Context: an optimization exercise on an open-source flow, tuned for small area, a short achievable clock period and few clock cycles. The choices shown serve that exercise and are no tape-out recipe. RTL that was checked went through simulation tests only; none was proved equivalent to the original. Only the layout flow was run in run 1; the RTL was not checked for function there. Power figures rest on the tool's default switching activity, not on a simulated workload.

$ cat flow/run.sh
#!/bin/bash
# Layout flow: the standard flow (standard.sh) with two changes:
#  - synthesis leaves adders and comparators to ABC instead of mapping them
#    onto full- and half-adder cells (ADDER_MAP_FILE empty skips extract_fa),
#  - port buffers are buf_4 cells instead of the default delay buffers.
# Everything else, including the registers, is the standard flow's.
set -o pipefail
cp standard.sh standard_sh.txt
export ADDER_MAP_FILE=
export BUFFER_PORTS_ARGS="-buffer_cell sky130_fd_sc_hd__buf_4"
bash standard.sh > standard.log 2>&1
status=$?
echo "standard.sh exit $status"
exit $status
$ cat standard.sh
#!/bin/bash
# synth_recipe.tcl (not shown) runs the flow's synth.tcl, then flattens the netlist and writes it again
# the make line also repeats each setting of config.mk as NAME=value (left out here)
make -C /OpenROAD-flow-scripts/flow DESIGN_CONFIG=/design/flow/config.mk WORK_HOME=/design/flow/orfs CLKGATE_MAP_FILE= SYNTH_SCRIPT=/design/flow/synth_recipe.tcl "${@:-finish}"
$ cat config.mk
export PLATFORM = sky130hd
export DESIGN_NAME = fixed_partition_fit_allocator_unit
export DESIGN_NICKNAME = fixed_partition_fit_allocator_unit
export VERILOG_FILES = /design/flow/design.v
export SDC_FILE = /design/flow/constraint.sdc
export NUM_CORES = 4
export LEC_CHECK = 0
export CAP_MARGIN = 20
export CORE_MARGIN = 2
export CORE_UTILIZATION = 40
export PLACE_DENSITY = 0.6
export SETUP_SLACK_MARGIN = 2.5
export SLEW_MARGIN = 20
$ cat constraint.sdc
create_clock -name core_clock -period 5.0 [get_ports {clock}]
set_input_delay 1.0000 -clock core_clock [delete_from_list [all_inputs] [get_ports {clock}]]
set_output_delay 1.0000 -clock core_clock [all_outputs]
set_load 0.01 [all_outputs]
$ cat design.v
module fixed_partition_fit_allocator_unit (
   input  logic        clock,
   input  logic        reset,
   input  logic        csr_wr_en,
   input  logic [0:0]  csr_index,
   input  logic [4:0]  csr_wdata,
   input  logic        req_valid,
   output logic        req_stall,
   input  logic [20:0] req_payload,
   output logic        rsp_valid,
   input  logic        rsp_stall,
   output logic [20:0] rsp_payload
);
   localparam int N = 16;
   function automatic logic [1:0] cmp16(input logic [15:0] a, input logic [15:0] b);
      logic [15:0] g, e;
      g = a & ~b;
      e = ~(a ^ b);
      for (int st = 1; st < 16; st = st * 2)
         for (int k = 0; k < 16; k += 2 * st) begin
            g[k] = g[k+st] | (e[k+st] & g[k]);
            e[k] = e[k+st] & e[k];
         end
      cmp16 = {g[0], e[0]};
   endfunction
   function automatic logic [8:0] sub8(input logic [7:0] a, input logic [7:0] b);
      logic [7:0] g, t, gg, tt, ng, nt;
      g  = ~a & b;                          
      t  = ~a | b;                          
      gg = g;
      tt = t;
      for (int d = 1; d < 8; d = d * 2) begin
         ng = gg;
         nt = tt;
         for (int i = d; i < 8; i++) begin
            ng[i] = gg[i] | (tt[i] & gg[i-d]);
            nt[i] = tt[i] & tt[i-d];
         end
         gg = ng;
         tt = nt;
      end
      sub8[0] = a[0] ^ b[0];
      for (int i = 1; i < 8; i++) sub8[i] = a[i] ^ b[i] ^ gg[i-1];
      sub8[8] = gg[7];
   endfunction
   function automatic logic two16(input logic [15:0] x);
      logic [15:0] a, t;
      a = x;
      t = '0;
      for (int st = 1; st < 16; st = st * 2)
         for (int k = 0; k < 16; k += 2 * st) begin
            t[k] = t[k] | t[k+st] | (a[k] & a[k+st]);
            a[k] = a[k] | a[k+st];
         end
      two16 = t[0];
   endfunction
   logic            pol_next_q;
   logic            pol_bw_q;           
   logic            md_q;               
   logic [4:0]      count_q;
   logic [3:0]      ptr_q;              
   logic [N-1:0]    nf_a_q, nf_b_q, nf_e_q;
   logic [N-1:0]    used_q;
   logic [N-1:0]    fresh_q;
   logic [15:0]     size_q [N];
   logic            rf_act_q;
   logic [2:0]      rf_ph_q;
   logic            need_q;
   logic            v1_q, fe1_q, rf1_q, op1_q;
   logic [3:0]      idx1_q;
   logic [15:0]     w1_q;
   logic [N-1:0]    r1_q;               
   logic            v2_q, gr2_q;
   logic [N-1:0]    pick2_q;            
   logic [15:0]     b2_q;               
   logic            v3_q, gr3_q, bo3_q;
   logic [3:0]      idx3_q;
   logic [7:0]      lo3_q, hi3_q;
   logic            rsp_valid_q;
   logic [20:0]     rsp_q;
   logic freeze, accept, fe_issue, rf_issue;
   logic        in_op;
   logic [3:0]  in_idx;
   logic [15:0] in_w;
   assign in_op  = req_payload[20];
   assign in_idx = req_payload[19:16];
   assign in_w   = req_payload[15:0];
   assign freeze    = rsp_valid_q & rsp_stall;
   assign req_stall = freeze | rf_act_q | (req_valid & in_op & need_q);
   assign accept    = req_valid & ~req_stall & ~reset;
   logic [N-1:0] act;
   always_comb
      for (int i = 0; i < N; i++) act[i] = (count_q > 5'(i));
   logic         ld1;                   
   logic         s1_op;
   logic [3:0]   s1_idx;
   logic [15:0]  want;
   logic [1:0]   cr [N];
   logic [1:0]   fcr;
   logic [N-1:0] r1;
   assign ld1    = v1_q & ~op1_q;
   assign s1_op  = ~rf_act_q & in_op;
   assign s1_idx = rf_act_q ? ((rf_ph_q == 3'd3) ? idx3_q : lo_idx) : in_idx;
   assign want   = rf_act_q ? {hi3_q, lo3_q} : in_w;
   assign fcr    = cmp16(w1_q, want);
   always_comb
      for (int i = 0; i < N; i++) begin
         logic ge_i, le_i, hi_i;
         cr[i] = (ld1 && idx1_q == 4'(i)) ? fcr : cmp16(size_q[i], want);
         ge_i  = cr[i][1] | cr[i][0];
         le_i  = ~cr[i][1];
         hi_i  = (4'(i) > s1_idx);
         r1[i] = s1_op ? (ge_i & act[i]) : ((hi_i ^ md_q) ? ge_i : le_i);
      end
   assign fe_issue = rf_act_q & (rf_ph_q == 3'd0) & ~v1_q & ~v2_q & ~v3_q & ~rsp_valid_q & ~(&fresh_q);
   assign rf_issue = rf_act_q & (rf_ph_q == 3'd3);
   always_ff @(posedge clock) begin
      if (reset) begin
         v1_q  <= 1'b0;
         fe1_q <= 1'b0;
         rf1_q <= 1'b0;
      end else if (!freeze) begin
         v1_q  <= accept;
         fe1_q <= fe_issue;
         rf1_q <= rf_issue;
      end
   end
   always_ff @(posedge clock)
      if (!freeze) begin
         op1_q  <= s1_op;
         idx1_q <= s1_idx;
         w1_q   <= want;
         r1_q   <= r1;
      end
   logic [N-1:0] dec1, upd2, ld2;
   logic         do_req2;
   assign do_req2 = v1_q & op1_q & ~freeze;
   always_comb
      for (int i = 0; i < N; i++) begin
         dec1[i] = (idx1_q == 4'(i));
         upd2[i] = (ld1 | rf1_q) & dec1[i];
         ld2[i]  = ld1 & dec1[i];
      end
   always_ff @(posedge clock)
      for (int i = 0; i < N; i++)
         if (ld2[i] && !freeze) size_q[i] <= w1_q;
   logic [N-1:0] ord [N];
   for (genvar i = 0; i < N; i++) begin : g_row
      for (genvar j = i + 1; j < N; j++) begin : g_col
         always_ff @(posedge clock) begin
            if (upd2[i])      ord[i][j] <= r1_q[j];
            else if (upd2[j]) ord[i][j] <= r1_q[i];
         end
      end
   end
   logic [N-1:0] fit;
   logic [N-1:0] beats [N];
   logic [N-1:0] win;
   logic         any_fit;
   assign fit     = r1_q & ~used_q;
   assign any_fit = |fit;
   always_comb begin
      for (int i = 0; i < N; i++) beats[i] = '0;
      for (int i = 0; i < N; i++)
         for (int j = i + 1; j < N; j++) begin
            beats[i][j] = nf_a_q[i] | nf_b_q[j] | (ord[i][j] & nf_e_q[i]);
            beats[j][i] = ~beats[i][j];
         end
      for (int i = 0; i < N; i++) begin
         win[i] = fit[i];
         for (int j = 0; j < N; j++)
            if (j != i) win[i] = win[i] & (~fit[j] | beats[i][j]);
      end
   end
   logic [N-1:0] win_ge, fit_at, p_at, p_all;
   logic [3:0]   win_idx;
   always_comb begin
      fit_at = fit & nf_a_q;
      p_at   = fit_at;
      p_all  = fit;
      for (int d = 1; d < N; d = d * 2)
         for (int i = N - 1; i >= d; i--) begin
            p_at[i]  = p_at[i]  | p_at[i-d];
            p_all[i] = p_all[i] | p_all[i-d];
         end
      win_ge = p_at[N-1] ? p_at : p_all;
      win_idx = '0;
      for (int i = 0; i < N; i++)
         if (win[i]) win_idx = win_idx | 4'(i);
   end
   always_ff @(posedge clock) begin
      if (reset) used_q <= '0;
      else used_q <= (used_q | (win & {N{do_req2}})) & ~ld2;
   end
   logic [N-1:0] start_therm;
   logic [1:0]   new_pol;
   logic [4:0]   new_count;
   logic         csr_we;
   logic         nf_upd;
   assign csr_we = csr_wr_en & ~reset;
   assign nf_upd = do_req2 & pol_next_q & any_fit;
   always_comb begin
      for (int i = 0; i < N; i++) start_therm[i] = (4'(i) >= ptr_q);
      new_pol   = (csr_index == 1'b0) ? csr_wdata[1:0]
                : {pol_next_q | (pol_bw_q & md_q), pol_bw_q};
      new_count = (csr_index == 1'b1) ? csr_wdata : count_q;
   end
   always_ff @(posedge clock) begin
      if (reset) begin
         pol_next_q <= 1'b0;
         pol_bw_q   <= 1'b0;
         count_q    <= 5'd16;
      end else if (csr_we) begin
         pol_next_q <= (new_pol == 2'd2);
         pol_bw_q   <= new_pol[0];
         count_q    <= new_count;
      end
   end
   logic [N-1:0] s_new;
   logic         nf_new;
   assign s_new  = ((new_pol == 2'd2) && ({1'b0, ptr_q} < new_count)) ? start_therm : '1;
   assign nf_new = ~new_pol[0];
   always_ff @(posedge clock) begin
      if (reset) begin
         ptr_q  <= 4'd0;
         nf_a_q <= '1;
         nf_b_q <= '0;
         nf_e_q <= '1;
      end else if (csr_we) begin
         nf_a_q <= {N{nf_new}} & s_new;
         nf_b_q <= {N{nf_new}} & ~s_new;
         nf_e_q <= {N{~nf_new}} | s_new;
      end else if (nf_upd) begin
         ptr_q  <= win_idx;
         nf_a_q <= win_ge;
         nf_b_q <= ~win_ge;
         nf_e_q <= win_ge;
      end
   end
   always_ff @(posedge clock) begin
      if (reset) begin
         md_q    <= 1'b0;
         fresh_q <= '0;
      end else if (csr_we && new_pol[0] && (new_pol[1] != md_q)) begin
         md_q    <= new_pol[1];
         fresh_q <= '0;
      end else begin
         fresh_q <= fresh_q | upd2;
      end
   end
   logic [N-1:0] stale, stale_lo;
   logic         two_nx, below;
   logic [3:0]   lo_idx;
   always_comb begin
      stale = ~fresh_q;
      below = 1'b0;
      for (int i = 0; i < N; i++) begin
         stale_lo[i] = stale[i] & ~below;
         below       = below | stale[i];
      end
      two_nx = two16(~(fresh_q | upd2));
      lo_idx = '0;
      for (int i = 0; i < N; i++)
         if (stale_lo[i]) lo_idx = lo_idx | 4'(i);
   end
   always_ff @(posedge clock) begin
      if (reset) begin
         rf_act_q <= 1'b0;
         rf_ph_q  <= 3'd0;
         need_q   <= 1'b0;
      end else begin
         need_q   <= (csr_we ? new_pol[0] : pol_bw_q)
                     & (two_nx | (csr_we & new_pol[0] & (new_pol[1] != md_q)));
         rf_act_q <= req_valid & in_op & need_q;
         if (!rf_act_q || rf_ph_q == 3'd4) rf_ph_q <= 3'd0;
         else if (rf_ph_q != 3'd0 || fe_issue) rf_ph_q <= rf_ph_q + 3'd1;
      end
   end
   always_ff @(posedge clock) begin
      if (reset) v2_q <= 1'b0;
      else if (!freeze) v2_q <= v1_q;
   end
   always_ff @(posedge clock)
      if (!freeze) begin
         gr2_q   <= ~op1_q | any_fit;
         pick2_q <= op1_q ? win : dec1;
         b2_q    <= (op1_q & any_fit) ? w1_q : 16'd0;
      end
   logic [3:0]  idx3;
   logic [15:0] size3;
   always_comb begin
      idx3  = '0;
      size3 = '0;
      for (int i = 0; i < N; i++) begin
         if (pick2_q[i]) idx3 = idx3 | 4'(i);
         size3 = size3 | (size_q[i] & {16{pick2_q[i]}});
      end
   end
   always_ff @(posedge clock) begin
      if (reset) v3_q <= 1'b0;
      else if (!freeze) v3_q <= v2_q;
   end
   logic [8:0] lo3, hi3;
   assign lo3 = sub8(size3[7:0], b2_q[7:0]);
   assign hi3 = sub8(size3[15:8], b2_q[15:8]);
   always_ff @(posedge clock)
      if (!freeze) begin
         gr3_q  <= gr2_q;
         idx3_q <= idx3;
         lo3_q  <= lo3[7:0];
         bo3_q  <= lo3[8];
         hi3_q  <= hi3[7:0];
      end
   logic [8:0] hi4;
   assign hi4 = sub8(hi3_q, {7'd0, bo3_q});
   always_ff @(posedge clock) begin
      if (reset) rsp_valid_q <= 1'b0;
      else if (!freeze) rsp_valid_q <= v3_q;
   end
   always_ff @(posedge clock)
      if (!freeze) rsp_q <= {gr3_q, idx3_q, hi4[7:0], lo3_q};
   assign rsp_valid   = rsp_valid_q;
   assign rsp_payload = rsp_q;
endmodule
==> results of run 1 <==
-- path summary, 6_finish.rpt --
| kind | start | end | slack, ns | depth (start not counted) |
|---|---|---|---|---|
| hold reg to reg | gr3_q | rsp_q[20] | 0.42 | 0 |
| setup reg to reg | rf_act_q | r1_q[7] | 1.71 | 13 |
| hold / removal | gr3_q | rsp_q[20] | 0.42 | 0 |
| setup / recovery | rf_act_q | r1_q[7] | 1.71 | 13 |
-- state kept, by name, summed over array words and instances (netlist names), 3 cells and up --
register  flops
b2_q         16
count_q       5
fresh_q      16
hi3_q         8
idx1_q        4
idx3_q        4
lo3_q         8
nf_a_q       16
nf_b_q       15
nf_e_q       15
ord         120
pick2_q      16
ptr_q         4
r1_q         16
rf_ph_q       3
rsp_q        21
size_q      256
used_q       16
w1_q         16
-- logic make-up after synthesis --
kind of cell / synth area share (%)
muxes: 1.17
buffers and inverters: 4.05
xor gates and xnor gates: 5.86
and+or+nand+nor: 14.8
DFF: 49.8
adders and majority gates: 1.05
AOI/OAI and AO/OA: 23.3
-- synth_stat cells, types with 23 or more instances --
library cell	n
sky130_fd_sc_hd__edfxtp_1	489
sky130_fd_sc_hd__nand2_1	343
sky130_fd_sc_hd__nor2_1	263
sky130_fd_sc_hd__clkbuf_1	208
sky130_fd_sc_hd__a21oi_1	192
sky130_fd_sc_hd__xnor2_1	179
sky130_fd_sc_hd__a211oi_1	136
sky130_fd_sc_hd__a22oi_1	126
sky130_fd_sc_hd__a21o_1	120
sky130_fd_sc_hd__dfxtp_1	100
sky130_fd_sc_hd__nor3_1	83
sky130_fd_sc_hd__o21ai_0	79
sky130_fd_sc_hd__a31oi_1	76
sky130_fd_sc_hd__o22ai_1	71
sky130_fd_sc_hd__nor4_1	57
sky130_fd_sc_hd__inv_1	54
sky130_fd_sc_hd__nand3_1	54
sky130_fd_sc_hd__a22o_1	49
sky130_fd_sc_hd__a221oi_1	48
sky130_fd_sc_hd__xor2_1	45
sky130_fd_sc_hd__and2_1	44
sky130_fd_sc_hd__nand2b_1	42
sky130_fd_sc_hd__a211o_1	39
sky130_fd_sc_hd__nand4_1	38
sky130_fd_sc_hd__buf_2	35
sky130_fd_sc_hd__o31ai_1	35
sky130_fd_sc_hd__maj3_1	34
sky130_fd_sc_hd__nor2b_1	25
sky130_fd_sc_hd__buf_1	24
sky130_fd_sc_hd__o211ai_1	23
-- cell usage in the layout (no fill, tap or decap), drive strengths merged, types with 54 or more instances in the layout --
master    n
edfxtp  489
buf     465
nand2   344
nor2    264
a21oi   192
xnor2   179
a211oi  136
a22oi   126
a21o    120
dfxtp   100
clkbuf   99
o21ai    89
nor3     83
a31oi    76
o22ai    72
inv      61
nor4     59
nand3    54
-- through the flow --
stage | utilization (%) | setup WS [ns] | instances | power, mW | cell area, um^2
3_3_place_gp | 42.7 | 0.852 | 4355 | 8.50 | 35600
5_1_grt | 52.2 | 1.64 | 4784 | 15.0 | 43500
2_1_floorplan | - | 0.637 | 3367 | 7.53 | 34200
3_5_place_dp | 42.8 | 0.786 | 4357 | 8.49 | 35600
4_1_cts | 49.9 | 1.72 | 4691 | 14.3 | 41600
6_report | 52.2 | 1.71 | 4785 | 14.6 | 43500
-- power groups by stage --
stage,registers (mW),logic (mW),clock network [mW]
5_1_grt,6.06,3.42,5.54
6_report,6.04,3.30,5.31
3_3_place_gp,6.18,2.31,0
3_5_place_dp,6.18,2.32,0
4_1_cts,6.03,2.91,5.33
2_1_floorplan,6.00,1.53,0
-- worst max-delay path, stage by stage, from the launching register on --
cell	delay, ns
sky130_fd_sc_hd__dfxtp_4	0.36
sky130_fd_sc_hd__buf_12	0.15
sky130_fd_sc_hd__buf_6	0.15
sky130_fd_sc_hd__mux2i_4	0.19
sky130_fd_sc_hd__buf_6	0.15
sky130_fd_sc_hd__buf_6	0.14
sky130_fd_sc_hd__a21oi_2	0.17
sky130_fd_sc_hd__a211oi_1	0.08
sky130_fd_sc_hd__a2111oi_2	0.39
sky130_fd_sc_hd__nor3_2	0.10
sky130_fd_sc_hd__maj3_2	0.34
sky130_fd_sc_hd__or3_4	0.34
sky130_fd_sc_hd__a221o_1	0.29
sky130_fd_sc_hd__and3_1	0.16
-- timing repair --
action,in CTS,in global routing
pin swaps,112,119
cloned,12,10
endpoints found under the setup margin,425,237
buffers inserted,194,82
resized for setup,406,229
-- per-layer routing --
layer  GRT usage (%)  vias to the layer above  share of wire [%]
li1                -                    13500                  -
met1            45.5                    15800                 37
met2            52.0                     2551                 43
met3            8.54                      605                 13
met4            16.4                        2                6.4
met5               0                        -             0.0084
-- final cells by class --
type | count | area share [%]
flip-flops and latches | 589 | 38.4
well taps | 1080 | 3.11
diodes | 2 | 0.0115
multi-input cells | 2446 | 41.6
clock buffers | 90 | 4.25
clock inverters | 38 | 1.08
inverters | 60 | 0.584
repair buffers | 480 | 11.0
==> impl_summary.log, run 1 <==
[metrics] share of the synthesized area in the top cell type: 43.8%
[metrics] detailed-route wire length: 155 mm
[metrics] largest net degree at the start of global routing: 63
[metrics] Tightest Hold Check Type: flip-flop to flip-flop
[metrics] Port Buffers: 54
[metrics] initial antenna violation count: 2
[metrics] Peak supply drop: 0.295 mV
[metrics] MaxCap Viol Count: 0
[metrics] Sequential cell area: 0.0167 mm^2
[metrics] root buffer selected by CTS: sky130_fd_sc_hd__clkbuf_16
[metrics] Std-Cell Core Area: 0.0833 mm^2
[metrics] maximum frequency from static timing analysis: 0.304 GHz
[metrics] via count of the first global-routing pass: 29300
[metrics] top-level I/O count: 55
[metrics] CTS hold repair buffers: 0
[metrics] detailed-route vias per instance: 6.77
[metrics] multi-input combinational cell area: 0.0181 mm^2
[metrics] worst clock skew on the final layout: 0.0493 ns
[metrics] Bufs on Longest Clock Path: 3
[metrics] Post-Synthesis Net Count: 3399
[metrics] Num CTS Buffers: 69
[metrics] clock network latency to the later pin of the worst-skew pair: 0.65 ns
[metrics] setup repair after global routing missed its margin: yes
[metrics] number of unique standard cell types used by synthesis: 90
[metrics] total DRC errors in the routed layout: 0
[metrics] peak fanout along the critical path: 7
[metrics] combinational cell fraction of total power: 22.5%
[metrics] overflow left after global routing: 0
[metrics] outcome: timing/DRC/antenna clean
[metrics] clk sinks: 589
[metrics] predominant post-synthesis flop cell: sky130_fd_sc_hd__edfxtp_1
[metrics] Final Wtd Congestion: 1.11
[metrics] share of flip-flops with an asynchronous set or reset after synthesis: 0%
[metrics] element type at the critical path end: flip-flop
[metrics] Final ANT Viol Nets: 0
[metrics] post-synthesis to final-layout area growth: 29.9%
[metrics] post-synthesis cell area: 0.0335 mm^2
[metrics] internal power contribution: 10.1 mW
[metrics] Final Setup Violations: 0
[metrics] Max-Slew Margin vs Limit: 31.4%
[metrics] Post-Syn Area per Cell: 9.95 um^2
[metrics] routed via count: 32400
[metrics] transition time at the pin with the least slew margin: 1.03 ns
[metrics] Layout fillers: 7313
[metrics] net switching power figure: 4.51 mW
[metrics] portion of the clock cycle consumed by the worst path in the final layout: 65.9%
[metrics] Initial Utilization: 40.2%
[metrics] GRT Resource Usage Total: 34.2%
[metrics] Switching Share: 30.8%
[metrics] cell taking the most area after synthesis: sky130_fd_sc_hd__edfxtp_1
[metrics] number of warnings issued by yosys: 5
[metrics] TritonRoute pass-1 iters: 10
[metrics] leading cell types by total area after synthesis: sky130_fd_sc_hd__edfxtp_1 44%, sky130_fd_sc_hd__dfxtp_1 6.0%, sky130_fd_sc_hd__xnor2_1 4.7%
[metrics] layout cells sized above 1: 27.2%
[metrics] HPWL after detailed placement: 105 mm
[metrics] number of DRC violations after detailed-routing iteration 0: 5212
[metrics] H-tree levels: 3
[metrics] CP startpoint kind: flip-flop
[metrics] routed len/inst: 32.4 um
[metrics] Worst-path clk slew: 0.07 ns
[metrics] classification of the worst setup path: flip-flop to flip-flop
[metrics] TritonCTS clock tree: yes
[metrics] register area share after synthesis: 49.8%
[metrics] Row Count: 106
[metrics] number of max-slew violations in the final report: 0
[metrics] final number of hold-violating endpoints: 0
[metrics] power density normalized to cell area: 337 mW/mm^2
[metrics] die width: 293 um
[metrics] cell count after synthesis: 3367
[metrics] Total Die Area: 0.0861 mm^2
[metrics] Net count, final: 3678
[metrics] Min Hold Slack: 0.419 ns
[metrics] global-route wire length before repair: 213 mm
[metrics] Flop pwr share: 41.2%
[metrics] height of the die: 293 um
[metrics] Clock Power Share: 36.3%
[metrics] static power due to leakage: 16.1 nW
[metrics] minimum clock period after layout: 3.29 ns
[metrics] arrival time of the worst setup path: 3.68 ns
[metrics] Setup Total Neg Slack: 0 ns
[metrics] data required time of the worst path: 5.39 ns
[metrics] post-synthesis register bit count: 589
[metrics] number of synthesized flops with an enable pin: 489
==> run 2, diff against run 1 <==
--- a/design.v
+++ b/design.v
@@ -65,4 +65,5 @@
    logic [15:0]     size_q [N];
    logic            rf_act_q;
+   logic            rf_is_q;            
    logic [2:0]      rf_ph_q;
    logic            need_q;
@@ -93,5 +94,5 @@
       for (int i = 0; i < N; i++) act[i] = (count_q > 5'(i));
    logic         ld1;                   
-   logic         s1_op;
+   logic         s1_op, s1_req;
    logic [3:0]   s1_idx;
    logic [15:0]  want;
@@ -101,6 +102,7 @@
    assign ld1    = v1_q & ~op1_q;
    assign s1_op  = ~rf_act_q & in_op;
-   assign s1_idx = rf_act_q ? ((rf_ph_q == 3'd3) ? idx3_q : lo_idx) : in_idx;
-   assign want   = rf_act_q ? {hi3_q, lo3_q} : in_w;
+   assign s1_req = ~rf_is_q & in_op;
+   assign s1_idx = rf_is_q ? idx3_q : rf_act_q ? lo_idx : in_idx;
+   assign want   = rf_is_q ? {hi3_q, lo3_q} : in_w;
    assign fcr    = cmp16(w1_q, want);
    always_comb
@@ -111,8 +113,8 @@
          le_i  = ~cr[i][1];
          hi_i  = (4'(i) > s1_idx);
-         r1[i] = s1_op ? (ge_i & act[i]) : ((hi_i ^ md_q) ? ge_i : le_i);
+         r1[i] = s1_req ? (ge_i & act[i]) : ((hi_i ^ md_q) ? ge_i : le_i);
       end
    assign fe_issue = rf_act_q & (rf_ph_q == 3'd0) & ~v1_q & ~v2_q & ~v3_q & ~rsp_valid_q & ~(&fresh_q);
-   assign rf_issue = rf_act_q & (rf_ph_q == 3'd3);
+   assign rf_issue = rf_is_q;
    always_ff @(posedge clock) begin
       if (reset) begin
@@ -267,4 +269,5 @@
       if (reset) begin
          rf_act_q <= 1'b0;
+         rf_is_q  <= 1'b0;
          rf_ph_q  <= 3'd0;
          need_q   <= 1'b0;
@@ -273,4 +276,5 @@
                      & (two_nx | (csr_we & new_pol[0] & (new_pol[1] != md_q)));
          rf_act_q <= req_valid & in_op & need_q;
+         rf_is_q  <= req_valid & in_op & need_q & rf_act_q & (rf_ph_q == 3'd2);
          if (!rf_act_q || rf_ph_q == 3'd4) rf_ph_q <= 3'd0;
          else if (rf_ph_q != 3'd0 || fe_issue) rf_ph_q <= rf_ph_q + 3'd1;
--- a/config.mk
+++ b/config.mk
@@ -10,4 +10,4 @@
 export CORE_UTILIZATION = 40
 export PLACE_DENSITY = 0.6
-export SETUP_SLACK_MARGIN = 2.5
+export SETUP_SLACK_MARGIN = 1.9
 export SLEW_MARGIN = 20
==> impl_summary.log, run 2 <==
[metrics] most frequently used cell type in the post-synthesis netlist: sky130_fd_sc_hd__edfxtp_1 (unchanged)
[metrics] cell taking the most area after synthesis: sky130_fd_sc_hd__edfxtp_1 (unchanged)
[metrics] CP startpoint kind: flip-flop (unchanged)
[metrics] element type at the critical path end: flip-flop (unchanged)
[metrics] top-level I/O count: 55 (unchanged)
[metrics] final number of hold-violating endpoints: 0 (unchanged)
[metrics] non-filler instance count after layout: 4777 (was 4785)
[metrics] detailed-route wire length: 161 mm (was 155 mm)
[metrics] minimum clock period after layout: 3.31 ns (was 3.29 ns)
[metrics] Final ANT Viol Nets: 0 (unchanged)
[metrics] Largest register FFs: 256 (unchanged)
[metrics] Final Setup Violations: 0 (unchanged)
[metrics] Row Count: 106 (unchanged)
[metrics] multi-input combinational cell area: 0.0170 mm^2 (was 0.0181 mm^2)
[metrics] register with the most flip-flops: size_q (unchanged)
[metrics] share of the synthesized area in the top cell type: 43.3% (was 43.8%)
[metrics] Post-Synthesis Net Count: 3426 (was 3399)
[metrics] Min Hold Slack: 0.426 ns (was 0.419 ns)
[metrics] Initial Utilization: 40.5% (was 40.2%)
[metrics] predominant post-synthesis flop cell: sky130_fd_sc_hd__edfxtp_1 (unchanged)
[metrics] post-synthesis register bit count: 590 (was 589)
[metrics] mux contribution to synthesized area: 1.57% (was 1.17%)
[metrics] Net count, final: 3622 (was 3678)
[metrics] MaxCap Viol Count: 0 (unchanged)
[metrics] global-route wire length before repair: 221 mm (was 213 mm)
[metrics] H-tree levels: 3 (unchanged)
[metrics] post-synthesis cell area: 0.0339 mm^2 (was 0.0335 mm^2)
[metrics] portion of the clock cycle consumed by the worst path in the final layout: 66.2% (was 65.9%)
[metrics] total DRC errors in the routed layout: 0 (unchanged)
[metrics] data required time of the worst path: 5.37 ns (was 5.39 ns)
[metrics] arrival time of the worst setup path: 3.68 ns (about the same)
[metrics] routed via count: 32400 (about the same)
[metrics] post-placement cell count: 4460 (was 4357)
[metrics] share of flip-flops with an asynchronous set or reset after synthesis: 0% (unchanged)
[metrics] number of synthesized flops with an enable pin: 489 (unchanged)
[metrics] largest net degree at the start of global routing: 81 (was 63)
[metrics] detailed-route vias per instance: 6.79 (was 6.77)
[metrics] transition time at the pin with the least slew margin: 1.11 ns (was 1.03 ns)
[metrics] Num CTS Buffers: 69 (unchanged)
[metrics] layout cells sized above 1: 21.0% (was 27.2%)
[metrics] clock network latency to the later pin of the worst-skew pair: 0.65 ns (about the same)
[metrics] Max-Slew Margin vs Limit: 25.6% (was 31.4%)
[metrics] Sequential cell area: 0.0167 mm^2 (about the same)
[metrics] classification of the worst setup path: flip-flop to flip-flop (unchanged)
[metrics] Std-Cell Core Area: 0.0838 mm^2 (was 0.0833 mm^2)
[metrics] Top Registers: size_q x256, ord x120, rsp_q x21 (unchanged)
[metrics] highest-count cells in the layout ignoring fill and taps: 489 x sky130_fd_sc_hd__edfxtp_1, 330 x sky130_fd_sc_hd__nand2_1, 311 x sky130_fd_sc_hd__buf_4, 241 x sky130_fd_sc_hd__nor2_1, 148 x sky130_fd_sc_hd__xnor2_1 (was 489 x sky130_fd_sc_hd__edfxtp_1, 343 x sky130_fd_sc_hd__buf_4, 320 x sky130_fd_sc_hd__nand2_1, 230 x sky130_fd_sc_hd__nor2_1, 173 x sky130_fd_sc_hd__xnor2_1)
[metrics] overflow left after global routing: 0 (unchanged)
[metrics] combinational family with the most area after synthesis: compound AO/OA/AOI/OAI gates (unchanged)
[metrics] routed len/inst: 33.6 um (was 32.4 um)
[metrics] height of the die: 295 um (was 293 um)
[metrics] die width: 295 um (was 293 um)
[metrics] Bufs on Longest Clock Path: 3 (unchanged)
[metrics] area share of and/or/nand/nor cells after synthesis: 15.0% (was 14.8%)
[metrics] clk sinks: 590 (was 589)
[metrics] worst clock skew on the final layout: 0.0393 ns (was 0.0493 ns)
[metrics] TritonRoute pass-1 iters: 7 (was 10)
[metrics] adder-cell area share of the yosys netlist: 1.29% (was 1.05%)
[metrics] Setup Total Neg Slack: 0 ns (unchanged)
[metrics] post-synthesis to final-layout area growth: 22.5% (was 29.9%)
[metrics] number of max-slew violations in the final report: 0 (unchanged)
[metrics] Layout fillers: 7712 (was 7313)
[metrics] Worst-path clk slew: 0.07 ns (about the same)
[metrics] Peak supply drop: 0.234 mV (was 0.295 mV)
[metrics] number of warnings issued by yosys: 5 (unchanged)
[metrics] top cells by instance count after synthesis: 489 x sky130_fd_sc_hd__edfxtp_1, 337 x sky130_fd_sc_hd__nand2_1, 259 x sky130_fd_sc_hd__nor2_1, 179 x sky130_fd_sc_hd__clkbuf_1, 154 x sky130_fd_sc_hd__xnor2_1 (was 489 x sky130_fd_sc_hd__edfxtp_1, 343 x sky130_fd_sc_hd__nand2_1, 263 x sky130_fd_sc_hd__nor2_1, 208 x sky130_fd_sc_hd__clkbuf_1, 192 x sky130_fd_sc_hd__a21oi_1)
[metrics] outcome: timing/DRC/antenna clean (unchanged)
[metrics] peak fanout along the critical path: 4 (was 7)
[metrics] Post-Syn Area per Cell: 10.0 um^2 (was 9.95 um^2)
[metrics] power density normalized to cell area: 338 mW/mm^2 (was 337 mW/mm^2)
[metrics] via count of the first global-routing pass: 29600 (was 29300)
[metrics] post-synthesis share of cell area spent on xor and xnor gates: 5.22% (was 5.86%)
[metrics] root buffer selected by CTS: sky130_fd_sc_hd__clkbuf_16 (unchanged)
[metrics] Tightest Hold Check Type: flip-flop to flip-flop (unchanged)
[metrics] commonest non-fill, non-tap cell in the layout: sky130_fd_sc_hd__edfxtp_1 (unchanged)
[metrics] Port Buffers: 54 (unchanged)
[metrics] static power due to leakage: 15.4 nW (was 16.1 nW)
[metrics] register area share after synthesis: 49.2% (was 49.8%)
[metrics] TritonCTS clock tree: yes (unchanged)
[metrics] complex-gate fraction of the synthesized area: 23.4% (was 23.3%)
[metrics] initial antenna violation count: 4 (was 2)
[metrics] GRT Resource Usage Total: 35.6% (was 34.2%)
[metrics] maximum frequency from static timing analysis: 0.302 GHz (was 0.304 GHz)
[metrics] cell count after synthesis: 3394 (was 3367)
[metrics] HPWL after detailed placement: 112 mm (was 105 mm)
[metrics] number of unique standard cell types used by synthesis: 90 (unchanged)
[metrics] number of DRC violations after detailed-routing iteration 0: 5049 (was 5212)
[metrics] leading cell types by total area after synthesis: sky130_fd_sc_hd__edfxtp_1 43%, sky130_fd_sc_hd__dfxtp_1 6.0%, sky130_fd_sc_hd__xnor2_1 4.0% (was sky130_fd_sc_hd__edfxtp_1 44%, sky130_fd_sc_hd__dfxtp_1 6.0%, sky130_fd_sc_hd__xnor2_1 4.7%)
[metrics] Total Die Area: 0.0872 mm^2 (was 0.0861 mm^2)
[metrics] Final Wtd Congestion: 1.04 (was 1.11)
[metrics] setup repair after global routing missed its margin: yes (unchanged)
-- run 2: metrics by stage --
stage	utilization (%)	total power, mW	setup slack (ns)	instance area, um^2
global placement	42.9	8.29	0.528	36000
global route	49.6	14.4	1.66	41600
CTS	47.8	13.8	1.81	40100
detailed placement	43.0	8.28	0.526	36000
finish	49.6	14.0	1.69	41600
floorplan	-	7.27	0.851	34100
-- run 2: final cells by class --
type	instances	share of cell area (%)
inverters	52	0.503
clock inverters	37	1.13
multi-input cells	2470	41.0
clock buffers	86	4.43
diodes	1	0.00602
well taps	1134	3.41
repair buffers	407	9.30
flip-flops and latches	590	40.2
-- run 2: logic make-up (layout without fill, tap and decap cells) --
family / Yosys count / after routing
and+or+nand+nor: 1065 / 1065
other: 0 / 1
adders and majority gates: 43 / 43
AOI/OAI and AO/OA: 1113 / 1113
DFF: 590 / 590
xor gates and xnor gates: 202 / 202
muxes: 45 / 47
buffers and inverters: 336 / 582
-- run 2: power by group --
| part | switching [mW] | total [mW] | internal, mW |
|---|---|---|---|
| registers | 0.354 | 6.00 | 5.65 |
| clock network | 2.26 | 5.32 | 3.06 |
| logic | 1.64 | 2.71 | 1.07 |
-- run 2: final timing paths --
check	startpoint	endpoint	slack, ns	depth (start not counted)
hold / removal	gr3_q	rsp_q[20]	0.43	0
setup reg to reg	pick2_q[11]	bo3_q	1.69	9
setup / recovery	pick2_q[11]	bo3_q	1.69	9
hold reg to reg	gr3_q	rsp_q[20]	0.43	0
-- run 2: worst max-delay path, cell delays in order, from the launching register on --
cell                       delay (ns)
sky130_fd_sc_hd__edfxtp_1        0.60
sky130_fd_sc_hd__a22o_1          0.25
sky130_fd_sc_hd__a221oi_2        0.06
sky130_fd_sc_hd__and4_4          0.22
sky130_fd_sc_hd__a22o_4          0.27
sky130_fd_sc_hd__o311ai_4        0.33
sky130_fd_sc_hd__a31oi_4         0.13
sky130_fd_sc_hd__maj3_2          0.42
sky130_fd_sc_hd__maj3_2          0.38
sky130_fd_sc_hd__maj3_2          0.37
-- run 2: metal layers --
| metal | up-vias | global-route usage [%] | routed length (um) |
|---|---|---|---|
| met5 | - | 0 | 15 |
| met1 | 16000 | 48.1 | 62600 |
| met4 | 2 | 19.2 | 10100 |
| met2 | 2425 | 52.5 | 68100 |
| li1 | 13500 | - | - |
| met3 | 523 | 8.90 | 19900 |
-- run 2: what timing repair did --
item	in CTS	in global routing
cloned	6	6
setup endpoints to repair	100	42
buffers inserted	107	74
hold buffers	0	0
gates resized for setup	148	156
pin swaps	44	88
Testbench counts of run 2, summed over its fixed seeds: cycles 5,120.
==> run 3, diff against run 2 <==
==> run.sh (new file) <==
#!/bin/bash
# synth_recipe.tcl (not shown) runs the flow's synth.tcl, then flattens the netlist and writes it again
# the make line also repeats each setting of config.mk as NAME=value (left out here)
make -C /OpenROAD-flow-scripts/flow DESIGN_CONFIG=/design/flow/config.mk WORK_HOME=/design/flow/orfs CLKGATE_MAP_FILE= SYNTH_SCRIPT=/design/flow/synth_recipe.tcl finish
--- a/config.mk
+++ b/config.mk
@@ -9,4 +9,5 @@
 export CORE_MARGIN = 2
 export CORE_UTILIZATION = 40
+export CTS_BUF_LIST = sky130_fd_sc_hd__clkbuf_4 sky130_fd_sc_hd__clkbuf_8
 export PLACE_DENSITY = 0.6
 export SETUP_SLACK_MARGIN = 1.9
removed: flow/run.sh
removed: standard.sh
==> impl_summary.log, run 3 <==
[metrics] peak fanout along the critical path: 7 (was 4)
[metrics] Initial Utilization: 40.3% (was 40.5%)
[metrics] setup repair after global routing missed its margin: yes (unchanged)
[metrics] number of DRC violations after detailed-routing iteration 0: 4568 (was 5049)
[metrics] Design Area, Final: 0.0413 mm^2 (was 0.0416 mm^2)
[metrics] Post-Syn Area per Cell: 10.6 um^2 (was 10.0 um^2)
[metrics] Worst-path clk slew: 0.06 ns (was 0.07 ns)
[metrics] share of the synthesized area in the top cell type: 42.9% (was 43.3%)
[metrics] register area share after synthesis: 48.8% (was 49.2%)
[metrics] CP startpoint kind: flip-flop (unchanged)
[metrics] share of flip-flops with an asynchronous set or reset after synthesis: 0% (unchanged)
[metrics] Layout fillers: 7792 (was 7712)
[metrics] largest net degree at the start of global routing: 76 (was 81)
[metrics] MaxCap Viol Count: 0 (unchanged)
[metrics] layout cells sized above 1: 19.7% (was 21.0%)
[metrics] Setup Total Neg Slack: 0 ns (unchanged)
[metrics] total design power: 13.7 mW (was 14.0 mW)
[metrics] most used cell along the critical path: sky130_fd_sc_hd__buf_6 (was sky130_fd_sc_hd__maj3_2)
[metrics] commonest non-fill, non-tap cell in the layout: sky130_fd_sc_hd__edfxtp_1 (unchanged)
[metrics] number of synthesized flops with an enable pin: 489 (unchanged)
[metrics] Largest register FFs: 256 (unchanged)
[metrics] power density normalized to cell area: 331 mW/mm^2 (was 338 mW/mm^2)
[metrics] transition time at the pin with the least slew margin: 1.16 ns (was 1.11 ns)
[metrics] Final Wtd Congestion: 1.09 (was 1.04)
[metrics] outcome: timing/DRC/antenna clean (unchanged)
[metrics] overflow left after global routing: 0 (unchanged)
[metrics] clk sinks: 590 (unchanged)
[metrics] post-synthesis cell area: 0.0342 mm^2 (was 0.0339 mm^2)
[metrics] root buffer selected by CTS: sky130_fd_sc_hd__clkbuf_8 (was sky130_fd_sc_hd__clkbuf_16)
[metrics] die width: 297 um (was 295 um)
[metrics] top-level I/O count: 55 (unchanged)
[metrics] TritonCTS clock tree: yes (unchanged)
[metrics] Num CTS Buffers: 106 (was 69)
[metrics] post-place instance area: 0.0368 mm^2 (was 0.0360 mm^2)
[metrics] clock network latency to the later pin of the worst-skew pair: 0.79 ns (was 0.65 ns)
[metrics] Total Die Area: 0.0879 mm^2 (was 0.0872 mm^2)
[metrics] Slowest Stage Delay on Critical Path: 0.48 ns (was 0.60 ns)
[metrics] Sequential cell area: 0.0167 mm^2 (about the same)
[metrics] via count of the first global-routing pass: 28900 (was 29600)
[metrics] register with the most flip-flops: size_q (unchanged)
[metrics] number of max-slew violations in the final report: 0 (unchanged)
[metrics] data required time of the worst path: 5.53 ns (was 5.37 ns)
[metrics] total DRC errors in the routed layout: 0 (unchanged)
[metrics] non-filler instance count after layout: 4693 (was 4777)
[metrics] final number of hold-violating endpoints: 0 (unchanged)
[metrics] static power due to leakage: 17.1 nW (was 15.4 nW)
[metrics] initial antenna violation count: 8 (was 4)
[metrics] routed via count: 30900 (was 32400)
[metrics] Buf/Inv on CP: 4 (was 0)
[metrics] predominant post-synthesis flop cell: sky130_fd_sc_hd__edfxtp_1 (unchanged)
[metrics] Std-Cell Core Area: 0.0850 mm^2 (was 0.0838 mm^2)
[metrics] Top Registers: size_q x256, ord x120, rsp_q x21 (unchanged)
[metrics] number of warnings issued by yosys: 5 (unchanged)
[metrics] cell class contributing the biggest share of worst-path delay: compound AO/OA/AOI/OAI gates (was adder cells)
[metrics] cell count after synthesis: 3219 (was 3394)
[metrics] number of unique standard cell types used by synthesis: 99 (was 90)
[metrics] multi-input combinational cell area: 0.0175 mm^2 (was 0.0170 mm^2)
[metrics] element type at the critical path end: flip-flop (unchanged)
[metrics] highest-count cells in the layout ignoring fill and taps: 489 x sky130_fd_sc_hd__edfxtp_1, 307 x sky130_fd_sc_hd__nand2_1, 290 x sky130_fd_sc_hd__ha_1, 228 x sky130_fd_sc_hd__buf_4, 216 x sky130_fd_sc_hd__nor2_1 (was 489 x sky130_fd_sc_hd__edfxtp_1, 330 x sky130_fd_sc_hd__nand2_1, 311 x sky130_fd_sc_hd__buf_4, 241 x sky130_fd_sc_hd__nor2_1, 148 x sky130_fd_sc_hd__xnor2_1)
[metrics] HPWL after detailed placement: 115 mm (was 112 mm)
[metrics] post-synthesis register bit count: 590 (unchanged)
[metrics] Peak supply drop: 0.263 mV (was 0.234 mV)
[metrics] worst clock skew on the final layout: 0.0585 ns (was 0.0393 ns)
[metrics] Port Buffers: 54 (unchanged)
[metrics] GRT Resource Usage Total: 35.3% (was 35.6%)
[metrics] H-tree levels: 3 (unchanged)
[metrics] classification of the worst setup path: flip-flop to flip-flop (unchanged)
[metrics] series of cell instances along the critical path: buf_6, mux2i_4, buf_6, buf_12, buf_4, ha_1, a21o_1, a21oi_2, o21ai_0, a31oi_2, o2111ai_2, o22ai_1, o21ai_1, o311a_1 (was a22o_1, a221oi_2, and4_4, a22o_4, o311ai_4, a31oi_4, maj3_2, maj3_2, maj3_2)
[metrics] Tightest Hold Check Type: flip-flop to flip-flop (unchanged)
[metrics] detailed-route vias per instance: 6.59 (was 6.79)
[metrics] maximum frequency from static timing analysis: 0.309 GHz (was 0.302 GHz)
[metrics] portion of the clock cycle consumed by the worst path in the final layout: 64.8% (was 66.2%)
[metrics] leading cell types by total area after synthesis: sky130_fd_sc_hd__edfxtp_1 43%, sky130_fd_sc_hd__ha_1 11%, sky130_fd_sc_hd__dfxtp_1 5.9% (was sky130_fd_sc_hd__edfxtp_1 43%, sky130_fd_sc_hd__dfxtp_1 6.0%, sky130_fd_sc_hd__xnor2_1 4.0%)
[metrics] Final ANT Viol Nets: 0 (unchanged)
[metrics] arrival time of the worst setup path: 3.77 ns (was 3.68 ns)
[metrics] Row Count: 107 (was 106)
[metrics] global-route wire length before repair: 218 mm (was 221 mm)
[metrics] Finished Core Util: 48.6% (was 49.6%)
[metrics] detailed-route wire length: 159 mm (was 161 mm)
[metrics] routed len/inst: 33.8 um (was 33.6 um)
[metrics] post-synthesis to final-layout area growth: 20.7% (was 22.5%)
[metrics] Max-Slew Margin vs Limit: 22.3% (was 25.6%)
[metrics] TritonRoute pass-1 iters: 6 (was 7)
[metrics] Net count, final: 3799 (was 3622)
[metrics] Post-Synthesis Net Count: 3561 (was 3426)
[metrics] top cells by instance count after synthesis: 489 x sky130_fd_sc_hd__edfxtp_1, 311 x sky130_fd_sc_hd__nand2_1, 308 x sky130_fd_sc_hd__ha_1, 239 x sky130_fd_sc_hd__nor2_1, 201 x sky130_fd_sc_hd__a21o_1 (was 489 x sky130_fd_sc_hd__edfxtp_1, 337 x sky130_fd_sc_hd__nand2_1, 259 x sky130_fd_sc_hd__nor2_1, 179 x sky130_fd_sc_hd__clkbuf_1, 154 x sky130_fd_sc_hd__xnor2_1)
[metrics] height of the die: 297 um (was 295 um)
[metrics] most frequently used cell type in the post-synthesis netlist: sky130_fd_sc_hd__edfxtp_1 (unchanged)
[metrics] Bufs on Longest Clock Path: 3 (unchanged)
[metrics] slowest library cell on the worst path: sky130_fd_sc_hd__dfxtp_4 (was sky130_fd_sc_hd__edfxtp_1)
[metrics] minimum clock period after layout: 3.24 ns (was 3.31 ns)
[metrics] Final Setup Violations: 0 (unchanged)
[metrics] post-placement cell count: 4358 (was 4460)
[metrics] cell taking the most area after synthesis: sky130_fd_sc_hd__edfxtp_1 (unchanged)
run 3: cell count changes after synthesis, sizes merged, moves of 32 or more:
cell    previous run  this run
inv               49        83
o22ai             85        53
a31oi             55        18
nand4             49        81
buf              103        44
maj3              43         1
a221oi            54        12
xnor2            154        12
a22o              54        22
a21o             128       207
ha                 0       308
run 3: kinds of logic (layout without fill, tap and decap cells):
group | count (synthesis) | in the layout | synth area share [%]
flops | 590 | 590 | 48.8
simple gates | 992 | 993 | 14.2
fa+ha+maj | 311 | 311 | 11.4
buf+inv | 288 | 616 | 3.41
xor+xnor | 32 | 32 | 0.819
compound gates | 962 | 962 | 20.0
mux | 44 | 44 | 1.30
other cells | 0 | 1 | 0
run 3: final timing paths:
kind / from / end / slack (ns) / cells past startpoint
worst min-delay path: gr2_q / gr3_q / 0.42 / 0
worst min register to register: gr2_q / gr3_q / 0.42 / 0
worst max-delay path: rf_is_q / r1_q[9] / 1.76 / 14
worst max register to register: rf_is_q / r1_q[9] / 1.76 / 14
run 3: layout make-up:
cell class | count | share of cell area, %
Sequential cell | 590 | 40.5
Inverter | 83 | 0.763
Antenna cell | 1 | 0.00606
Clock buffer | 155 | 4.53
Tap cell | 1144 | 3.46
Clock inverter | 44 | 1.17
Multi-Input combinational cell | 2342 | 42.4
Timing Repair Buffer | 334 | 7.25
run 3: timing repair:
action / in CTS / in global routing
gates cloned: 1 / 2
setup endpoints to repair: 106 / 74
hold buffers: 0 / 0
pin swaps: 16 / 62
gates resized for setup: 95 / 143
buffers inserted: 83 / 49
run 3: metal layers:
metal	routed length, um	GRT usage, %	up-vias
li1	-	-	12900
met1	66100	50.7	15300
met2	62200	47.6	2392
met3	23700	13.0	397
met4	6600	13.6	4
met5	25	0	-
run 3: per-stage QoR:
stage          setup WS, ns  hold WS (ns)
2_1_floorplan         0.843         0.400
3_3_place_gp          0.669         0.404
3_5_place_dp          0.667         0.406
4_1_cts                1.85         0.420
5_1_grt                1.69         0.425
6_report               1.76         0.418
run 3: power breakdown:
group	switching, mW	leakage [nW]	internal [mW]
combinational	1.58	10.4	0.968
sequential	0.350	5.45	5.65
clock	2.23	1.25	2.89
total	4.16	17.1	9.51
==> run 4, diff against run 3 <==
--- a/config.mk
+++ b/config.mk
@@ -8,7 +8,6 @@
 export CAP_MARGIN = 20
 export CORE_MARGIN = 2
-export CORE_UTILIZATION = 40
-export CTS_BUF_LIST = sky130_fd_sc_hd__clkbuf_4 sky130_fd_sc_hd__clkbuf_8
-export PLACE_DENSITY = 0.6
+export CORE_UTILIZATION = 50
+export PLACE_DENSITY = 0.7
 export SETUP_SLACK_MARGIN = 1.9
 export SLEW_MARGIN = 20
==> impl_summary.log, run 4 <==
[metrics] initial antenna violation count: 13 (was 8)
[metrics] post-synthesis to final-layout area growth: 21.0% (was 20.7%)
[metrics] overflow left after global routing: 0 (unchanged)
[metrics] number of max-slew violations in the final report: 0 (unchanged)
[metrics] number of DRC violations after detailed-routing iteration 0: 5813 (was 4568)
[metrics] Top Registers: size_q x256, ord x120, rsp_q x21 (unchanged)
[metrics] power density normalized to cell area: 328 mW/mm^2 (was 331 mW/mm^2)
[metrics] cell taking the most area after synthesis: sky130_fd_sc_hd__edfxtp_1 (unchanged)
[metrics] global-route wire length before repair: 228 mm (was 218 mm)
[metrics] R2R Path Start: nf_a_q[0] (was rf_is_q)
[metrics] die width: 266 um (was 297 um)
[metrics] detailed-route vias per instance: 7.36 (was 6.59)
[metrics] final number of hold-violating endpoints: 0 (unchanged)
[metrics] share of flip-flops with an asynchronous set or reset after synthesis: 0% (unchanged)
[metrics] number of stages on the worst hold path: 0 (unchanged)
[metrics] TritonCTS clock tree: yes (unchanged)
[metrics] MaxCap Viol Count: 0 (unchanged)
[metrics] Setup Total Neg Slack: 0 ns (unchanged)
[metrics] highest-count cells in the layout ignoring fill and taps: 489 x sky130_fd_sc_hd__edfxtp_1, 305 x sky130_fd_sc_hd__nand2_1, 285 x sky130_fd_sc_hd__ha_1, 259 x sky130_fd_sc_hd__buf_4, 215 x sky130_fd_sc_hd__nor2_1 (was 489 x sky130_fd_sc_hd__edfxtp_1, 307 x sky130_fd_sc_hd__nand2_1, 290 x sky130_fd_sc_hd__ha_1, 228 x sky130_fd_sc_hd__buf_4, 216 x sky130_fd_sc_hd__nor2_1)
[metrics] Largest register FFs: 256 (unchanged)
[metrics] Tightest Hold Check Type: flip-flop to flip-flop (unchanged)
[metrics] Post-Syn Area per Cell: 10.6 um^2 (unchanged)
[metrics] series of cell instances along the critical path: a211oi_1, o21ai_0, a211oi_1, nand4_1, and4_1, a21oi_1 (was buf_6, mux2i_4, buf_6, buf_12, buf_4, ha_1, a21o_1, a21oi_2, o21ai_0, a31oi_2, o2111ai_2, o22ai_1, o21ai_1, o311a_1)
[metrics] worst-case setup slack after placement: 0.574 ns (was 0.667 ns)
[metrics] Worst-path clk slew: 0.07 ns (was 0.06 ns)
[metrics] Final Setup Violations: 0 (unchanged)
[metrics] top-level I/O count: 55 (unchanged)
[metrics] Port Buffers: 54 (unchanged)
[metrics] worst clock skew on the final layout: 0.0213 ns (was 0.0585 ns)
[metrics] Sequential cell area: 0.0167 mm^2 (about the same)
[metrics] arrival time of the worst setup path: 3.86 ns (was 3.77 ns)
[metrics] Final ANT Viol Nets: 0 (unchanged)
[metrics] layout cells sized above 1: 18.7% (was 19.7%)
[metrics] minimum clock period after layout: 3.32 ns (was 3.24 ns)
[metrics] root buffer selected by CTS: sky130_fd_sc_hd__clkbuf_16 (was sky130_fd_sc_hd__clkbuf_8)
[metrics] startpoint of the most critical hold path: gr3_q (was gr2_q)
[metrics] portion of the clock cycle consumed by the worst path in the final layout: 66.4% (was 64.8%)
[metrics] classification of the worst setup path: flip-flop to flip-flop (unchanged)
[metrics] Bufs on Longest Clock Path: 3 (unchanged)
[metrics] routed len/inst: 37.7 um (was 33.8 um)
[metrics] Peak supply drop: 0.282 mV (was 0.263 mV)
[metrics] setup slack, reg-to-reg: 1.68 ns (was 1.76 ns)
[metrics] detailed-route wire length: 165 mm (was 159 mm)
[metrics] depth of the worst register-to-register path: 6 (was 14)
[metrics] largest net degree at the start of global routing: 61 (was 76)
[metrics] via count of the first global-routing pass: 30500 (was 28900)
[metrics] Final Wtd Congestion: 1.10 (was 1.09)
[metrics] number of warnings issued by yosys: 5 (unchanged)
[metrics] outcome: timing/DRC/antenna clean (unchanged)
[metrics] Finished Core Util: 61.4% (was 48.6%)
[metrics] Design Area, Final: 0.0414 mm^2 (was 0.0413 mm^2)
[metrics] TritonRoute pass-1 iters: 7 (was 6)
[metrics] number of unique standard cell types used by synthesis: 99 (unchanged)
[metrics] HPWL after detailed placement: 118 mm (was 115 mm)
[metrics] multi-input combinational cell area: 0.0177 mm^2 (was 0.0175 mm^2)
[metrics] data required time of the worst path: 5.54 ns (was 5.53 ns)
[metrics] register with the most flip-flops: size_q (unchanged)
[metrics] Layout fillers: 5389 (was 7792)
[metrics] height of the die: 266 um (was 297 um)
[metrics] setup slack of the critical path after layout: 1.68 ns (was 1.76 ns)
[metrics] most used cell along the critical path: sky130_fd_sc_hd__a211oi_1 (was sky130_fd_sc_hd__buf_6)
[metrics] post-place instance area: 0.0366 mm^2 (was 0.0368 mm^2)
[metrics] routed via count: 32300 (was 30900)
[metrics] total DRC errors in the routed layout: 0 (unchanged)
[metrics] share of the synthesized area in the top cell type: 42.9% (unchanged)
[metrics] Max-Slew Margin vs Limit: 26.4% (was 22.3%)
[metrics] destination of the worst register-to-register timing path: ptr_q[0] (was r1_q[9])
[metrics] Post-Synthesis Net Count: 3561 (unchanged)
[metrics] CP startpoint kind: flip-flop (unchanged)
[metrics] Total Die Area: 0.0706 mm^2 (was 0.0879 mm^2)
[metrics] peak fanout along the critical path: 12 (was 7)
[metrics] clock network latency to the later pin of the worst-skew pair: 0.63 ns (was 0.79 ns)
[metrics] Row Count: 95 (was 107)
[metrics] post-synthesis register bit count: 590 (unchanged)
[metrics] element type at the critical path end: flip-flop (unchanged)
[metrics] static power due to leakage: 17.2 nW (was 17.1 nW)
[metrics] clk sinks: 590 (unchanged)
[metrics] most frequently used cell type in the post-synthesis netlist: sky130_fd_sc_hd__edfxtp_1 (unchanged)
[metrics] commonest non-fill, non-tap cell in the layout: sky130_fd_sc_hd__edfxtp_1 (unchanged)
[metrics] Std-Cell Core Area: 0.0675 mm^2 (was 0.0850 mm^2)
[metrics] Initial Utilization: 50.7% (was 40.3%)
[metrics] cell count after synthesis: 3219 (unchanged)
[metrics] Num CTS Buffers: 68 (was 106)
[metrics] number of synthesized flops with an enable pin: 489 (unchanged)
[metrics] Slowest Stage Delay on Critical Path: 0.99 ns (was 0.48 ns)
[metrics] Hold Path Sink: rsp_q[20] (was gr3_q)
[metrics] Net count, final: 3807 (was 3799)
[metrics] post-synthesis cell area: 0.0342 mm^2 (unchanged)
[metrics] predominant post-synthesis flop cell: sky130_fd_sc_hd__edfxtp_1 (unchanged)
[metrics] maximum frequency from static timing analysis: 0.301 GHz (was 0.309 GHz)
[metrics] setup repair after global routing missed its margin: yes (unchanged)
[metrics] H-tree levels: 3 (unchanged)
[metrics] slowest library cell on the worst path: sky130_fd_sc_hd__a211oi_1 (was sky130_fd_sc_hd__dfxtp_4)
[metrics] transition time at the pin with the least slew margin: 1.10 ns (was 1.16 ns)
[metrics] register area share after synthesis: 48.8% (unchanged)
[metrics] leading cell types by total area after synthesis: sky130_fd_sc_hd__edfxtp_1 43%, sky130_fd_sc_hd__ha_1 11%, sky130_fd_sc_hd__dfxtp_1 5.9% (unchanged)
[metrics] GRT Resource Usage Total: 45.9% (was 35.3%)
[metrics] top cells by instance count after synthesis: 489 x sky130_fd_sc_hd__edfxtp_1, 311 x sky130_fd_sc_hd__nand2_1, 308 x sky130_fd_sc_hd__ha_1, 239 x sky130_fd_sc_hd__nor2_1, 201 x sky130_fd_sc_hd__a21o_1 (unchanged)
-- run 4: cell types whose count changed in the layout (fill, tap and decap cells not counted), sizes merged, moves of 2 or more --
| cell | previous run | this run |
|---|---|---|
| dlygate4sd2 | 4 | 18 |
| dlymetal6s2s | 4 | 0 |
| clkdlybuf4s50 | 43 | 33 |
| bufbuf | 0 | 2 |
| buf | 279 | 325 |
| clkinvlp | 2 | 4 |
| clkbuf | 159 | 83 |
| bufinv | 9 | 3 |
-- run 4: kinds of logic after synthesis --
family | after synthesis | synth area share [%]
AOI/OAI and AO/OA | 962 | 20.0
and+or+nand+nor | 992 | 14.2
muxes | 44 | 1.30
buffers and inverters | 288 | 3.41
xor gates and xnor gates | 32 | 0.819
DFF | 590 | 48.8
adders and majority gates | 311 | 11.4
-- run 4: layer usage --
metal	vias to the layer above	part of all wire, %	track usage [%]	routed length (um)
met4	14	5.1	18.6	8380
met5	-	0.10	0.901	173
met1	15800	38	63.3	63500
met3	575	18	22.8	30300
li1	12900	-	-	-
met2	3036	38	60.7	63100
-- run 4: area by class of cell --
class,count,share of cell area [%]
inverter,83,0.761
multi-input combinational,2342,42.6
clock inverter,38,0.716
antenna,2,0.0121
tap,873,2.64
clock buffer,82,4.33
sequential,590,40.3
timing repair buffer,380,8.60
-- run 4: worst max-delay path: cells and delay by family (launching register included) --
family           cells  cell delay, ns
AO/OA/AOI/OAI        4            1.74
AND/OR/NAND/NOR      2            0.94
flip-flops           1            0.54
-- run 4: report_power, final --
part | internal, mW | switching (mW)
registers | 5.65 | 0.344
logic | 1.02 | 1.69
clock network | 2.72 | 2.15
-- run 4: how the worst max path moves through the flow --
stage                           end             from  depth (start not counted)
after detailed placement    r1_q[1]   req_payload[8]                         12
final                      ptr_q[0]        nf_a_q[0]                          6
after global routing        r1_q[6]          rf_is_q                         13
after floorplan           nf_a_q[0]        rsp_stall                          9
after CTS                  r1_q[15]          rf_is_q                         13
after global placement     r1_q[14]  req_payload[11]                         11
-- run 4: repair_timing --
| action | CTS | global route |
|---|---|---|
| resized for setup | 180 | 101 |
| gates cloned | 5 | 0 |
| hold buffers | 0 | 0 |
| buffers inserted | 121 | 41 |
| pin swaps | 63 | 56 |
| setup endpoints to repair | 84 | 152 |
-- run 4: through the flow --
stage	power, mW	cells	hold WS, ns
floorplan	7.18	3219	0.400
global placement	8.29	4101	0.403
detailed placement	8.32	4101	0.406
CTS	13.3	4347	0.421
global route	13.8	4388	0.428
finish	13.6	4390	0.432
==> run 5, diff against run 4 <==
--- a/config.mk
+++ b/config.mk
@@ -8,6 +8,6 @@
 export CAP_MARGIN = 20
 export CORE_MARGIN = 2
-export CORE_UTILIZATION = 50
-export PLACE_DENSITY = 0.7
+export CORE_UTILIZATION = 40
+export PLACE_DENSITY = 0.6
 export SETUP_SLACK_MARGIN = 1.9
 export SLEW_MARGIN = 20
==> impl_summary.log, run 5 <==
[metrics] number of synthesized flops with an enable pin: 489 (unchanged)
[metrics] post-synthesis cell area: 0.0342 mm^2 (unchanged)
[metrics] overflow left after global routing: 0 (unchanged)
[metrics] clk sinks: 590 (unchanged)
[metrics] Final Wtd Congestion: 1.09 (was 1.10)
[metrics] post-synthesis register bit count: 590 (unchanged)
[metrics] leading cell types by total area after synthesis: sky130_fd_sc_hd__edfxtp_1 43%, sky130_fd_sc_hd__ha_1 11%, sky130_fd_sc_hd__dfxtp_1 5.9% (unchanged)
[metrics] die width: 297 um (was 266 um)
[metrics] detailed-route vias per instance: 6.66 (was 7.36)
[metrics] Post-Synthesis Net Count: 3561 (unchanged)
[metrics] top cells by instance count after synthesis: 489 x sky130_fd_sc_hd__edfxtp_1, 311 x sky130_fd_sc_hd__nand2_1, 308 x sky130_fd_sc_hd__ha_1, 239 x sky130_fd_sc_hd__nor2_1, 201 x sky130_fd_sc_hd__a21o_1 (unchanged)
[metrics] CTS hold repair buffers: 0 (unchanged)
[metrics] Port Buffers: 54 (unchanged)
[metrics] via count of the first global-routing pass: 28800 (was 30500)
[metrics] data required time of the worst path: 5.51 ns (was 5.54 ns)
[metrics] Bufs on Longest Clock Path: 3 (unchanged)
[metrics] Net count, final: 3767 (was 3807)
[metrics] static power due to leakage: 17.0 nW (was 17.2 nW)
[metrics] multi-input combinational cell area: 0.0174 mm^2 (was 0.0177 mm^2)
[metrics] setup slack, reg-to-reg: 1.74 ns (was 1.68 ns)
[metrics] R2R Path Start: rf_is_q (was nf_a_q[0])
[metrics] number of DRC violations after detailed-routing iteration 0: 4889 (was 5813)
[metrics] element type at the critical path end: flip-flop (unchanged)
[metrics] post-place instance area: 0.0368 mm^2 (was 0.0366 mm^2)
[metrics] GRT Resource Usage Total: 35.4% (was 45.9%)
[metrics] CP startpoint kind: flip-flop (unchanged)
[metrics] series of cell instances along the critical path: buf_6, mux2i_4, buf_4, buf_6, ha_1, nand4_1, or3_1, nor3_2, a21oi_2, a22o_1, mux2i_1, a22o_1 (was a211oi_1, o21ai_0, a211oi_1, nand4_1, and4_1, a21oi_1)
[metrics] startpoint of the most critical hold path: gr2_q (was gr3_q)
[metrics] Post-Syn Area per Cell: 10.6 um^2 (unchanged)
[metrics] MaxCap Viol Count: 0 (unchanged)
[metrics] TritonRoute pass-1 iters: 8 (was 7)
[metrics] share of the synthesized area in the top cell type: 42.9% (unchanged)
[metrics] Max-Slew Margin vs Limit: 27.5% (was 26.4%)
[metrics] outcome: timing/DRC/antenna clean (unchanged)
[metrics] Row Count: 107 (was 95)
[metrics] share of flip-flops with an asynchronous set or reset after synthesis: 0% (unchanged)
[metrics] post-synthesis share of cell area spent on xor and xnor gates: 0.819% (unchanged)
[metrics] Design Area, Final: 0.0412 mm^2 (was 0.0414 mm^2)
[metrics] cell taking the most area after synthesis: sky130_fd_sc_hd__edfxtp_1 (unchanged)
[metrics] commonest non-fill, non-tap cell in the layout: sky130_fd_sc_hd__edfxtp_1 (unchanged)
[metrics] classification of the worst setup path: flip-flop to flip-flop (unchanged)
[metrics] clock network latency to the later pin of the worst-skew pair: 0.65 ns (was 0.63 ns)
[metrics] adder-cell area share of the yosys netlist: 11.4% (unchanged)
[metrics] final number of hold-violating endpoints: 0 (unchanged)
[metrics] Buf/Inv on CP: 3 (was 0)
[metrics] Finished Core Util: 48.5% (was 61.4%)
[metrics] Initial Utilization: 40.3% (was 50.7%)
[metrics] Final ANT Viol Nets: 0 (unchanged)
[metrics] register with the most flip-flops: size_q (unchanged)
[metrics] Worst-path clk slew: 0.06 ns (was 0.07 ns)
[metrics] total DRC errors in the routed layout: 0 (unchanged)
[metrics] global-route wire length before repair: 219 mm (was 228 mm)
[metrics] Top Registers: size_q x256, ord x120, rsp_q x21 (unchanged)
[metrics] mux contribution to synthesized area: 1.30% (unchanged)
[metrics] Tightest Hold Check Type: flip-flop to flip-flop (unchanged)
[metrics] Final Setup Violations: 0 (unchanged)
[metrics] combinational family with the most area after synthesis: compound AO/OA/AOI/OAI gates (unchanged)
[metrics] top-level I/O count: 55 (unchanged)
[metrics] number of warnings issued by yosys: 5 (unchanged)
[metrics] detailed-route wire length: 159 mm (was 165 mm)
[metrics] Largest register FFs: 256 (unchanged)
[metrics] peak fanout along the critical path: 15 (was 12)
[metrics] Std-Cell Core Area: 0.0850 mm^2 (was 0.0675 mm^2)
[metrics] routed via count: 30800 (was 32300)
[metrics] height of the die: 297 um (was 266 um)
[metrics] Layout fillers: 7732 (was 5389)
[metrics] H-tree levels: 3 (unchanged)
[metrics] initial antenna violation count: 7 (was 13)
[metrics] Min Hold Slack: 0.418 ns (was 0.432 ns)
[metrics] start point of the critical path: rf_is_q (was nf_a_q[0])
[metrics] number of unique standard cell types used by synthesis: 99 (unchanged)
[metrics] TritonCTS clock tree: yes (unchanged)
[metrics] routed len/inst: 34.3 um (was 37.7 um)
[metrics] Sequential cell area: 0.0167 mm^2 (about the same)
[metrics] non-filler instance count after layout: 4628 (was 4390)
[metrics] post-placement cell count: 4358 (was 4101)
[metrics] root buffer selected by CTS: sky130_fd_sc_hd__clkbuf_16 (unchanged)
[metrics] power density normalized to cell area: 336 mW/mm^2 (was 328 mW/mm^2)
[metrics] largest net degree at the start of global routing: 76 (was 61)
[metrics] worst clock skew on the final layout: 0.0317 ns (was 0.0213 ns)
[metrics] highest-count cells in the layout ignoring fill and taps: 489 x sky130_fd_sc_hd__edfxtp_1, 307 x sky130_fd_sc_hd__nand2_1, 298 x sky130_fd_sc_hd__ha_1, 224 x sky130_fd_sc_hd__buf_4, 217 x sky130_fd_sc_hd__nor2_1 (was 489 x sky130_fd_sc_hd__edfxtp_1, 305 x sky130_fd_sc_hd__nand2_1, 285 x sky130_fd_sc_hd__ha_1, 259 x sky130_fd_sc_hd__buf_4, 215 x sky130_fd_sc_hd__nor2_1)
[metrics] predominant post-synthesis flop cell: sky130_fd_sc_hd__edfxtp_1 (unchanged)
[metrics] HPWL after detailed placement: 115 mm (was 118 mm)
[metrics] register area share after synthesis: 48.8% (unchanged)
[metrics] maximum frequency from static timing analysis: 0.307 GHz (was 0.301 GHz)
[metrics] arrival time of the worst setup path: 3.77 ns (was 3.86 ns)
[metrics] Slowest Stage Delay on Critical Path: 0.54 ns (was 0.99 ns)
[metrics] transition time at the pin with the least slew margin: 1.09 ns (was 1.10 ns)
[metrics] most frequently used cell type in the post-synthesis netlist: sky130_fd_sc_hd__edfxtp_1 (unchanged)
[metrics] cell class contributing the biggest share of worst-path delay: simple AND/OR/NAND/NOR gates (was compound AO/OA/AOI/OAI gates)
[metrics] Peak supply drop: 0.263 mV (was 0.282 mV)
[metrics] area share of and/or/nand/nor cells after synthesis: 14.2% (unchanged)
[metrics] setup repair after global routing missed its margin: yes (unchanged)
[metrics] complex-gate fraction of the synthesized area: 20.0% (unchanged)
[metrics] layout cells sized above 1: 17.5% (was 18.7%)
[metrics] portion of the clock cycle consumed by the worst path in the final layout: 65.2% (was 66.4%)
[metrics] Total Die Area: 0.0879 mm^2 (was 0.0706 mm^2)
[metrics] number of max-slew violations in the final report: 0 (unchanged)
[metrics] slowest library cell on the worst path: sky130_fd_sc_hd__or3_1 (was sky130_fd_sc_hd__a211oi_1)
[metrics] cell count after synthesis: 3219 (unchanged)
[metrics] post-synthesis to final-layout area growth: 20.3% (was 21.0%)
[metrics] minimum clock period after layout: 3.26 ns (was 3.32 ns)
[metrics] Num CTS Buffers: 70 (was 68)
[metrics] Setup Total Neg Slack: 0 ns (unchanged)
==> run 5: cell counts after synthesis <==
No cell type changed its count.
==> run 5: cells by family after synthesis <==
kind of cell / after synthesis
multiplexers: 44
XOR/XNOR: 32
flip-flops: 590
adder cells (fa/ha/maj): 311
AND/OR/NAND/NOR: 992
AO/OA/AOI/OAI: 962
buffers and inverters: 288
==> run 5: power breakdown <==
| group | switching (mW) | internal (mW) | total (mW) | leakage [nW] |
|---|---|---|---|---|
| Clock | 2.21 | 3.07 | 5.28 | 1.13 |
| Combinational | 1.60 | 0.985 | 2.58 | 10.4 |
| Sequential | 0.348 | 5.65 | 6.00 | 5.45 |
==> run 5: layout make-up <==
type | count | share of cell area [%]
Multi-Input combinational cell | 2342 | 42.1
Sequential cell | 590 | 40.6
Timing Repair Buffer | 338 | 7.39
Clock buffer | 93 | 4.61
Tap cell | 1144 | 3.47
Clock inverter | 35 | 1.04
Inverter | 83 | 0.765
Antenna cell | 3 | 0.0182
==> run 5: metal layers <==
metal	track usage (%)	vias to the layer above	wire length (um)
met1	51.3	15300	66000
met3	12.7	383	23600
met2	48.5	2367	63300
li1	-	12800	-
met4	11.7	4	5720
met5	0	-	90
==> run 5: what timing repair did <==
item,in CTS,in global routing
cloned,4,1
gates resized for setup,135,98
setup endpoints to repair,118,70
pin swaps,35,66
setup buffers,97,37
==> run 5: metrics by stage <==
| stage | setup slack [ns] | power [mW] |
|---|---|---|
| floorplan | 0.843 | 7.18 |
| global placement | 0.669 | 8.28 |
| detailed placement | 0.667 | 8.28 |
| CTS | 1.79 | 13.7 |
| global route | 1.70 | 14.2 |
| finish | 1.74 | 13.9 |
==> run 5: path summary, 6_finish.rpt <==
path              endpoint  cells after the start
hold reg to reg      gr3_q                      0
setup reg to reg  r1_q[14]                     12
hold / removal       gr3_q                      0
setup / recovery  r1_q[14]                     12
